Background: an optimization exercise with open tools, aiming at small area and a short achievable clock period. Do not read the settings as production practice.
Function was checked by simulation only, so behaviour that the tests miss may differ from the original.
No activity file was given, so power comes from the tool's default toggle rates.

==> flow/design.v <==
`timescale 1ns/1ps
module payload_aligner (
	input  logic        lo_pay,        
	input  logic        rd_ok,         
	input  logic        data_out_rd,
	input  logic [15:0] data_in_hi,
	input  logic [15:0] head_lo,
	output logic [15:0] data_out_lo,
	output logic        data_in_rd
);
	logic [15:0] pay_n;    
	logic [15:0] head_n;   
	assign head_n = ~(head_lo & {16{~lo_pay}});
	payload_nand u_sel (
		.a(data_in_hi),
		.b({16{lo_pay}}),
		.y(pay_n)
	);
	payload_nand u_merge (
		.a(pay_n),
		.b(head_n),
		.y(data_out_lo)
	);
	assign data_in_rd = data_out_rd & rd_ok;
endmodule
module payload_nand (
	input  logic [15:0] a,
	input  logic [15:0] b,
	output logic [15:0] y
);
	assign y = ~(a & b);
endmodule
`timescale 1ns/1ps
module tcp_frame_top #(
	parameter int TCP_OPT_WORDS = 3
) (
	input  logic                          clk,
	input  logic                          rst_n,
	input  logic                          start,
	input  logic [47:0]                   mac_dst,
	input  logic [47:0]                   mac_src,
	input  logic [15:0]                   mac_type,
	input  logic [7:0]                    ip_dsf,
	input  logic [15:0]                   ip_id,
	input  logic [2:0]                    ip_flag,
	input  logic [12:0]                   ip_frag_offset,
	input  logic [7:0]                    ip_ttl,
	input  logic [7:0]                    ip_prot,
	input  logic [31:0]                   ip_src,
	input  logic [31:0]                   ip_dst,
	input  logic [15:0]                   tcp_src_port,
	input  logic [15:0]                   tcp_dst_port,
	input  logic [31:0]                   tcp_seq_num,
	input  logic [31:0]                   tcp_ack_num,
	input  logic [3:0]                    tcp_head_len,
	input  logic [5:0]                    tcp_flags,
	input  logic [15:0]                   tcp_window,
	input  logic [15:0]                   tcp_urgent_ptr,
	input  logic [TCP_OPT_WORDS*32-1:0]   tcp_options,
	input  logic [15:0]                   payload_len,
	input  logic [15:0]                   payload_sum,
	input  logic                          data_out_rd,
	input  logic [31:0]                   data_in,
	output logic [31:0]                   data_out,
	output logic [1:0]                    be_out,
	output logic                          data_out_rdy,
	output logic                          sop,
	output logic                          eop,
	output logic                          data_in_rd,
	output logic                          busy
);
	logic        busy_q;     
	logic [16:0] wsel;       
	logic        pz;         
	logic        pay_q;      
	logic        lo_pay_q;   
	logic [13:0] prem;       
	logic        xq;         
	logic        rdok;       
	logic [10:1] stp;        
	logic        ip_fold;    
	logic        tc_fold;    
	logic capture;
	logic accept;
	logic last;
	logic [1:0] opt_words;
	logic at_bnd_next;
	logic [47:0] mac_dst_q;
	logic [47:0] mac_src_q;
	logic [15:0] mac_type_q;
	logic [7:0]  ip_dsf_q;
	logic [15:0] ip_total_len_q;
	logic [15:0] ip_id_q;
	logic [2:0]  ip_flag_q;
	logic [12:0] ip_frag_offset_q;
	logic [7:0]  ip_ttl_q;
	logic [7:0]  ip_prot_q;
	logic [31:0] ip_src_q;
	logic [31:0] ip_dst_q;
	logic [15:0] tcp_src_port_q;
	logic [15:0] tcp_dst_port_q;
	logic [31:0] tcp_seq_num_q;
	logic [31:0] tcp_ack_num_q;
	logic [3:0]  tcp_head_len_q;
	logic [5:0]  tcp_flags_q;
	logic [15:0] tcp_window_q;
	logic [15:0] tcp_urgent_ptr_q;
	logic [95:0] tcp_options_q;
	logic [15:0] ip_total_len_in;
	logic [15:0] tcp_len_in;
	logic busy_n, pay_n, lo_pay_n, xq_n, pz_n, rdok_n;
	logic [16:0] wsel_n;
	logic [13:0] prem_n;
	assign capture      = start & ~busy_q;
	assign accept       = busy_q & data_out_rd;
	assign last         = lo_pay_q & pz;
	assign busy         = busy_q;
	assign data_out_rdy = busy_q;
	assign sop          = busy_q & wsel[0];
	assign eop          = last;
	assign be_out       = last ? {~ip_total_len_q[1], ip_total_len_q[0]} : 2'b00;
	always_comb begin
		if (tcp_head_len_q <= 4'd5)
			opt_words = 2'd0;
		else if (tcp_head_len_q >= 4'd8)
			opt_words = 2'd3;
		else
			opt_words = 2'(tcp_head_len_q - 4'd5);
	end
	assign at_bnd_next = wsel[5'd12 + {3'b0, opt_words}];
	assign ip_total_len_in = payload_len + {9'b0, tcp_head_len + 5'd5, 2'b00};
	assign tcp_len_in      = payload_len + {10'b0, tcp_head_len, 2'b00};
	always_comb begin
		busy_n   = busy_q;
		pay_n    = pay_q;
		lo_pay_n = lo_pay_q;
		wsel_n   = wsel;
		prem_n   = prem;
		xq_n     = xq;
		pz_n     = pz;
		if (capture) begin
			busy_n   = 1'b1;
			pay_n    = 1'b0;
			lo_pay_n = 1'b0;
			wsel_n   = 17'd1;
			prem_n   = payload_len[15:2];
			xq_n     = &payload_len[1:0];
			pz_n     = (payload_len[15:2] == 14'd0) & ~&payload_len[1:0];
		end else if (accept) begin
			if (last) begin
				busy_n   = 1'b0;
				pay_n    = 1'b0;
				lo_pay_n = 1'b0;
			end else if (lo_pay_q) begin
				pay_n  = 1'b1;
				wsel_n = '0;
				if (xq) begin
					xq_n = 1'b0;
					pz_n = (prem == 14'd0);
				end else begin
					prem_n = prem - 14'd1;
					pz_n   = (prem == 14'd1);
				end
			end else begin
				wsel_n = {wsel[15:0], 1'b0};
				if (at_bnd_next)
					lo_pay_n = 1'b1;
			end
		end
		rdok_n = lo_pay_n & ~(pz_n & ~(ip_total_len_q[1] ^ ip_total_len_q[0]));
	end
	always_ff @(posedge clk or negedge rst_n) begin
		if (!rst_n) begin
			busy_q   <= 1'b0;
			pay_q    <= 1'b0;
			lo_pay_q <= 1'b0;
			rdok     <= 1'b0;
		end else begin
			busy_q   <= busy_n;
			pay_q    <= pay_n;
			lo_pay_q <= lo_pay_n;
			rdok     <= rdok_n;
		end
	end
	always_ff @(posedge clk) begin
		wsel <= wsel_n;
		prem <= prem_n;
		xq   <= xq_n;
		pz   <= pz_n;
	end
	assign stp     = wsel[9:0] & {10{data_out_rd}};
	assign ip_fold = ~|wsel[3:0];
	assign tc_fold = ~|wsel[9:0];
	always_ff @(posedge clk) begin
		if (capture) begin
			mac_dst_q        <= mac_dst;
			mac_src_q        <= mac_src;
			mac_type_q       <= mac_type;
			ip_dsf_q         <= ip_dsf;
			ip_total_len_q   <= ip_total_len_in;
			ip_id_q          <= ip_id;
			ip_flag_q        <= ip_flag;
			ip_frag_offset_q <= ip_frag_offset;
			ip_ttl_q         <= ip_ttl;
			ip_prot_q        <= ip_prot;
			ip_src_q         <= ip_src;
			ip_dst_q         <= ip_dst;
			tcp_src_port_q   <= tcp_src_port;
			tcp_dst_port_q   <= tcp_dst_port;
			tcp_seq_num_q    <= tcp_seq_num;
			tcp_ack_num_q    <= tcp_ack_num;
			tcp_head_len_q   <= tcp_head_len;
			tcp_flags_q      <= tcp_flags;
			tcp_window_q     <= tcp_window;
			tcp_urgent_ptr_q <= tcp_urgent_ptr;
			tcp_options_q    <= tcp_options;
		end
	end
	logic [15:0] ip_al, ip_ah, tc_al, tc_ah;
	logic        ip_cl, ip_ch, tc_cl, tc_ch;
	logic [31:0] ip_term, tc_term;
	logic [16:0] ip_lo, ip_hi, tc_lo, tc_hi;
	logic [15:0] ip_sum, tc_sum;
	logic [15:0] ip_chksum;
	logic [15:0] tcp_chksum;
	assign ip_term = ({32{stp[1]}} & ip_src_q)
		| ({32{stp[2]}} & ip_dst_q)
		| ({32{stp[3]}} & {ip_id_q, ip_flag_q, ip_frag_offset_q})
		| ({32{stp[4]}} & {16'h0, ip_ttl_q, ip_prot_q})
		| ({32{ip_fold}} & {16'h0, ip_ah});
	assign tc_term = ({32{stp[1]}} & ip_src_q)
		| ({32{stp[2]}} & ip_dst_q)
		| ({32{stp[3]}} & {tcp_src_port_q, tcp_dst_port_q})
		| ({32{stp[4]}} & tcp_seq_num_q)
		| ({32{stp[5]}} & tcp_ack_num_q)
		| ({32{stp[6]}} & {tcp_head_len_q, 6'b0, tcp_flags_q, tcp_window_q})
		| ({32{stp[7]}} & {tcp_urgent_ptr_q, 8'h0, ip_prot_q})
		| ({32{stp[8] & (opt_words != 2'd0)}} & tcp_options_q[95:64])
		| ({32{stp[9] & opt_words[1]}} & tcp_options_q[63:32])
		| ({32{stp[10] & (opt_words == 2'd3)}} & tcp_options_q[31:0])
		| ({32{tc_fold}} & {16'h0, tc_ah});
	assign ip_lo = {1'b0, ip_al} + {1'b0, ip_term[15:0]} + {16'b0, ip_cl};
	assign ip_hi = {1'b0, ip_ah} + {1'b0, ip_term[31:16]} + {16'b0, ip_ch};
	assign tc_lo = {1'b0, tc_al} + {1'b0, tc_term[15:0]} + {16'b0, tc_cl};
	assign tc_hi = {1'b0, tc_ah} + {1'b0, tc_term[31:16]} + {16'b0, tc_ch};
	always_ff @(posedge clk) begin
		if (capture) begin
			ip_al <= ip_total_len_in;
			ip_ah <= {8'h45, ip_dsf};
			ip_cl <= 1'b0;
			ip_ch <= 1'b0;
			tc_al <= tcp_len_in;
			tc_ah <= payload_sum;
			tc_cl <= 1'b0;
			tc_ch <= 1'b0;
		end else begin
			if (lo_pay_q & data_out_rd) begin
				ip_al <= data_in[15:0];
				ip_cl <= 1'b0;
			end else begin
				ip_al <= ip_lo[15:0];
				ip_cl <= ip_lo[16];
			end
			ip_ah <= ip_fold ? {15'h0, ip_ch} : ip_hi[15:0];
			ip_ch <= ~ip_fold & ip_hi[16];
			tc_al <= tc_lo[15:0];
			tc_cl <= tc_lo[16];
			tc_ah <= tc_fold ? {15'h0, tc_ch} : tc_hi[15:0];
			tc_ch <= ~tc_fold & tc_hi[16];
		end
	end
	assign ip_sum = {ip_al[15:2], ip_al[1] | (ip_al[0] & ip_cl), ip_al[0] ^ ip_cl};
	assign tc_sum = {tc_al[15:2], tc_al[1] | (tc_al[0] & tc_cl), tc_al[0] ^ tc_cl};
	assign ip_chksum  = ~ip_sum;
	assign tcp_chksum = ~tc_sum;
	logic [31:0] W0;
	logic [31:0] W1;
	logic [31:0] W2;
	logic [31:0] W3;
	logic [31:0] W4;
	logic [31:0] W5;
	logic [31:0] W6;
	logic [31:0] W7;
	logic [31:0] W8;
	logic [31:0] W9;
	logic [31:0] W10;
	logic [31:0] W11;
	logic [31:0] W12;
	logic [31:0] W13;
	logic [31:0] W14;
	logic [31:0] W15;
	logic [31:0] W16;
	assign W0 = mac_dst_q[47:16];
	assign W1 = {mac_dst_q[15:0], mac_src_q[47:32]};
	assign W2 = mac_src_q[31:0];
	assign W3 = {mac_type_q, 8'h45, ip_dsf_q};
	assign W4 = {ip_total_len_q, ip_id_q};
	assign W5 = {ip_flag_q, ip_frag_offset_q, ip_ttl_q, ip_prot_q};
	assign W6 = {ip_chksum, ip_src_q[31:16]};
	assign W7 = {ip_src_q[15:0], ip_dst_q[31:16]};
	assign W8 = {ip_dst_q[15:0], tcp_src_port_q};
	assign W9 = {tcp_dst_port_q, tcp_seq_num_q[31:16]};
	assign W10 = {tcp_seq_num_q[15:0], tcp_ack_num_q[31:16]};
	assign W11 = {tcp_ack_num_q[15:0], tcp_head_len_q, 6'b0, tcp_flags_q};
	assign W12 = {tcp_window_q, tcp_chksum};
	assign W13 = {tcp_urgent_ptr_q, tcp_options_q[95:80]};
	assign W14 = tcp_options_q[79:48];
	assign W15 = tcp_options_q[47:16];
	assign W16 = {tcp_options_q[15:0], 16'h0};
	logic [31:0] head_word;
	assign head_word[31:16] =
		({16{wsel[0]}} & W0[31:16]) |
		({16{wsel[1]}} & W1[31:16]) |
		({16{wsel[2]}} & W2[31:16]) |
		({16{wsel[3]}} & W3[31:16]) |
		({16{wsel[4]}} & W4[31:16]) |
		({16{wsel[5]}} & W5[31:16]) |
		({16{wsel[6]}} & W6[31:16]) |
		({16{wsel[7]}} & W7[31:16]) |
		({16{wsel[8]}} & W8[31:16]) |
		({16{wsel[9]}} & W9[31:16]) |
		({16{wsel[10]}} & W10[31:16]) |
		({16{wsel[11]}} & W11[31:16]) |
		({16{wsel[12]}} & W12[31:16]) |
		({16{wsel[13]}} & W13[31:16]) |
		({16{wsel[14]}} & W14[31:16]) |
		({16{wsel[15]}} & W15[31:16]) |
		({16{wsel[16]}} & W16[31:16]);
	assign head_word[15:0] =
		({16{wsel[0]}} & W0[15:0]) |
		({16{wsel[1]}} & W1[15:0]) |
		({16{wsel[2]}} & W2[15:0]) |
		({16{wsel[3]}} & W3[15:0]) |
		({16{wsel[4]}} & W4[15:0]) |
		({16{wsel[5]}} & W5[15:0]) |
		({16{wsel[6]}} & W6[15:0]) |
		({16{wsel[7]}} & W7[15:0]) |
		({16{wsel[8]}} & W8[15:0]) |
		({16{wsel[9]}} & W9[15:0]) |
		({16{wsel[10]}} & W10[15:0]) |
		({16{wsel[11]}} & W11[15:0]) |
		({16{wsel[12]}} & W12[15:0]) |
		({16{wsel[13]}} & W13[15:0]) |
		({16{wsel[14]}} & W14[15:0]) |
		({16{wsel[15]}} & W15[15:0]);
	assign data_out[31:16] = head_word[31:16] | ({16{pay_q}} & ip_al);
	payload_aligner u_aligner (
		.lo_pay(lo_pay_q),
		.rd_ok(rdok),
		.data_out_rd(data_out_rd),
		.data_in_hi(data_in[31:16]),
		.head_lo(head_word[15:0]),
		.data_out_lo(data_out[15:0]),
		.data_in_rd(data_in_rd)
	);
endmodule
==> flow/flow/run.sh <==
#!/bin/bash
# The standard layout (standard.sh, standard synthesis unchanged) with three
# layout knobs: port buffers of buf_1 cells instead of the delay cells buffer_ports
# picks by default; a clock tree of clkbuf_16 with larger sink clusters and no
# dummy loads; and repair_timing asked for extra setup margin so that it works
# below the design's period. make's full output is in standard.log; each step's
# log is under orfs/logs.
set -euo pipefail
export BUFFER_PORTS_ARGS="-buffer_cell sky130_fd_sc_hd__buf_1"
export CTS_ARGS="-sink_clustering_enable -repair_clock_nets -dont_use_dummy_load -buf_list sky130_fd_sc_hd__clkbuf_16 -sink_clustering_size 25 -sink_clustering_max_diameter 100 -sink_buffer_max_cap_derate 1.0"
export SETUP_SLACK_MARGIN=8.0
bash standard.sh finish > standard.log 2>&1
==> flow/standard.sh <==
#!/bin/bash
# synth_recipe.tcl (not shown) runs the flow's synth.tcl, then flattens the netlist and writes it again
# the make line also repeats each setting of config.mk as NAME=value (left out here)
make -C /OpenROAD-flow-scripts/flow DESIGN_CONFIG=/design/flow/config.mk WORK_HOME=/design/flow/orfs CLKGATE_MAP_FILE= SYNTH_SCRIPT=/design/flow/synth_recipe.tcl "${@:-finish}"
==> flow/config.mk <==
export PLATFORM = sky130hd
export DESIGN_NAME = tcp_frame_top
export DESIGN_NICKNAME = tcp_frame_top
export VERILOG_FILES = /design/flow/design.v
export SDC_FILE = /design/flow/constraint.sdc
export NUM_CORES = 4
export LEC_CHECK = 0
export CAP_MARGIN = 20
export CORE_MARGIN = 2
export CORE_UTILIZATION = 40
export SLEW_MARGIN = 20
export SYNTH_HIERARCHICAL = 1
export SYNTH_MINIMUM_KEEP_SIZE = 0
==> flow/constraint.sdc <==
create_clock -name core_clock -period 14.0 [get_ports {clk}]
set_input_delay 2.8000 -clock core_clock [delete_from_list [all_inputs] [get_ports {clk}]]
set_output_delay 2.8000 -clock core_clock [all_outputs]
set_load 0.01 [all_outputs]
==> out/results.ini <==
[cts]
htreeDepth = 1
cts_tree = yes
insertion_delay_ps = 660
cts_made_buffers = 29
cts_sinks = 587
clockBufferDepth = 3
cts_hold_buf = 0
clkSlewWorstSetupHoldPaths_ps = 90
root_buffer = clkbuf_16

[sta]
fmax_mhz = 164
setup-violations-final = 0
period_share = 0.436
slew_headroom = 0.158
worstMarginPinSlew_ps = 1260
post-route-min-period_ps = 6100
whs_ps = 608
slew_violations = 0
hold_viol = 0
tns_ps = 0
rsz0062_at_grt = true
fin_skew_ps = 68.5

[logic_synthesis]
synth_seq_cells = 587
ys.warnings.count = 7
yosys.area.top_type_share = 0.551
synth_top_area_cell = edfxtp_1
synth_edf_count = 497
synth_seq_area_share = 0.619
synth.distinct_cells = 77
avgSynthCellArea_sq_um = 12.8
mappedNetlistNets = 2739
mappedNetlistArea_sq_mm = 0.0271
async_reset_ff_frac = 0.00681
syn-instance-count = 2119
synth_ff_type = edfxtp_1
synth_area_leaders = edfxtp_1 55%, dfxtp_1 6.4%, a22oi_1 3.8%

[detailed_routing]
drc = 0
avgViaCountPerCell = 6.42
ant_nets = 0
wl_per_cell_um = 32.8
routed_wl_um = 115000
vias = 22500
dr.pass1.iters = 9
drtIter0Drc = 3576

[placed_design]
portBuffers = 572
dp.cells = 3462
gp_congestion = 1.00
place_hpwl_um = 84700

[grt]
grtUsageTotal = 0.318
grt_overflow_total = 0
grt_first_pass_wirelength_um = 159000
grt_max_degree = 194
antenna_found_initial = 14
grt_pass1_vias = 22200

[floorplan]
dieHeight_um = 264
die_w_um = 264
ios = 573
dieArea_sq_mm = 0.0698
initial_core_util = 0.404
num_rows = 95
core_area_sq_mm = 0.0670

[power_and_ir_drop]
p_per_area_mw_per_mm2 = 138
p_total_w = 0.00430
ir_worst_vdd_uv = 94.4
power.leakage_nw = 10.6

[outcome]
status = finished clean

[setup_path]
cp_slowest_stage_delay_ps = 150
crit_path_top_delay_cell = and2_4
crit_type = in -> out
critPathLaunchType = input pin
cp.required_ps = 11200
worstPathArrival_ps = 3300
crit_path_cell_trace = buf_8 > buf_12 > and2_4 > buf_6
worstPathMaxFanout = 5
critPathCaptureType = output pin

[layout]
layout-drive-gt1-share = 0.0530
num-nets-final = 3244
layout_commonest_cell = buf_1
instances_no_fill = 3504
layout_common_cells = 561 x buf_1, 497 x edfxtp_1, 213 x nand2_1, 133 x a22oi_1, 105 x a22o_1
finish.utilization = 0.464
areaGrowthSynthToFinish_pct = 14.9
fillCellCount = 6154

[worst_hold_path]
hp-class = reg -> reg

[run]
drv_cap = 0

==> worst paths after layout <==
kind	start	to	slack, ps	cells past startpoint
max	data_out_rd	data_in_rd	7900	4
min	pz$_DFF_P_	busy_q$_DFFE_PN0P_	610	3
max reg2reg	tcp_head_len_q[0]$_DFFE_PP_	tc_al[14]$_DFF_P_	9240	18
min reg2reg	pz$_DFF_P_	busy_q$_DFFE_PN0P_	610	3
max in group asynchronous	rst_n	pay_q$_DFFE_PN0P_	11680	1
min in group asynchronous	rst_n	lo_pay_q$_DFF_PN0_	2050	1
==> registers in the layout, indices dropped and copies added (netlist names), 17 cells and up <==
signal / cells
ip_dst_q: 32
ip_src_q: 32
mac_dst_q: 48
mac_src_q: 48
tcp_ack_num_q: 32
tcp_options_q: 96
tcp_seq_num_q: 32
wsel: 17
==> Yosys stat by module, one instance, submodules excluded <==
module	times used	area, sq um	cells
payload_aligner	1	114	18
tcp_frame_top	1	26800	2069
payload_nand	2	60.1	16
==> critical path: cells and delay by family <==
| kind | cells | cell delay, ps |
|---|---|---|
| buffers and inverters | 3 | 340 |
| AND/OR/NAND/NOR | 1 | 150 |
==> logic make-up after synthesis <==
| kind of cell | after synthesis | share of synthesized area |
|---|---|---|
| buf+inv | 178 | 0.0259 |
| mux | 23 | 0.00860 |
| compound gates | 675 | 0.193 |
| simple gates | 495 | 0.0874 |
| fa+ha+maj | 86 | 0.0425 |
| flops | 587 | 0.619 |
| xor+xnor | 75 | 0.0243 |
==> power by group <==
group	internal, W	switching, W
logic	0.000462	0.000732
clock network	0.000368	0.000552
registers	0.00204	0.000141
==> Yosys cell counts, types with 21 or more instances <==
cell and n:
edfxtp_1 497, nand2_1 214, a22oi_1 136, a22o_1 105, clkbuf_1 99, a221oi_1 88, dfxtp_1 86, o21ai_0 78
ha_1 76, nor2_1 72, a21oi_1 66, a221o_1 48, nand4_1 48, nand3_1 46, a222oi_1 41, xnor2_1 41
inv_1 36, xor2_1 34, and3_1 28, buf_2 21, mux2i_1 21, nand2b_1 21
==> layer usage <==
| layer | share of wire | vias up | global-route usage |
|---|---|---|---|
| li1 | - | 9460 | - |
| met1 | 0.36 | 11000 | 0.406 |
| met2 | 0.47 | 1700 | 0.523 |
| met3 | 0.11 | 325 | 0.0632 |
| met4 | 0.057 | 12 | 0.148 |
| met5 | 0.00072 | - | 0 |
==> final cells by class <==
class	instances	area [sq um]	area share
multi-input combinational	1354	9740	0.313
sequential	587	16800	0.539
tap	873	1090	0.0351
antenna	9	22.5	0.000724
inverter	37	146	0.00471
timing repair buffer	615	2610	0.0839
clock buffer	29	726	0.0233
==> what timing repair did <==
| item | in CTS | in global routing |
|---|---|---|
| resized for setup | 19 | 33 |
| cloned | 1 | 0 |
| endpoints found under the setup margin | 18 | 23 |
| buffers inserted | 2 | 1 |
| pin swaps | 3 | 7 |
==> stage by stage <==
step	setup slack (ps)	cell area [sq um]
6_report	7900	31100
5_1_grt	7900	31100
4_1_cts	7910	30900
3_5_place_dp	6860	30100
3_3_place_gp	6980	30100
2_1_floorplan	8010	27100

static timing again, ports no longer ideal:
In the flow no input, the clock included, has a driving cell. The finished layout below was timed again as built, in two steps.
Step 1, drivers: a clkbuf_16 drives clk and a buf_2 each remaining input, both assumed.
Step 2 adds t to the input delays and takes it off the output delays; t is the mean of the earliest and latest rising clock arrival at the registers after step 1. Input paths then give back, and output paths get back, about the clock's delay inside the block.
Slacks: ideal / step 1 / step 2; pairs: ideal / step 1.
shift t [ns]: 0.688
setup slack, ns: 7.903 / 7.854 / 7.413
worst hold slack (ns): 0.608 / 0.608 / 0.608
worst setup path after step 2: input to register
latest minus earliest clock arrival (ns): 0.083 / 0.083
After both steps this run still meets setup and hold. For this run, drivers alone change the setup slack by -0.049 ns; drivers and shift together by -0.490 ns.
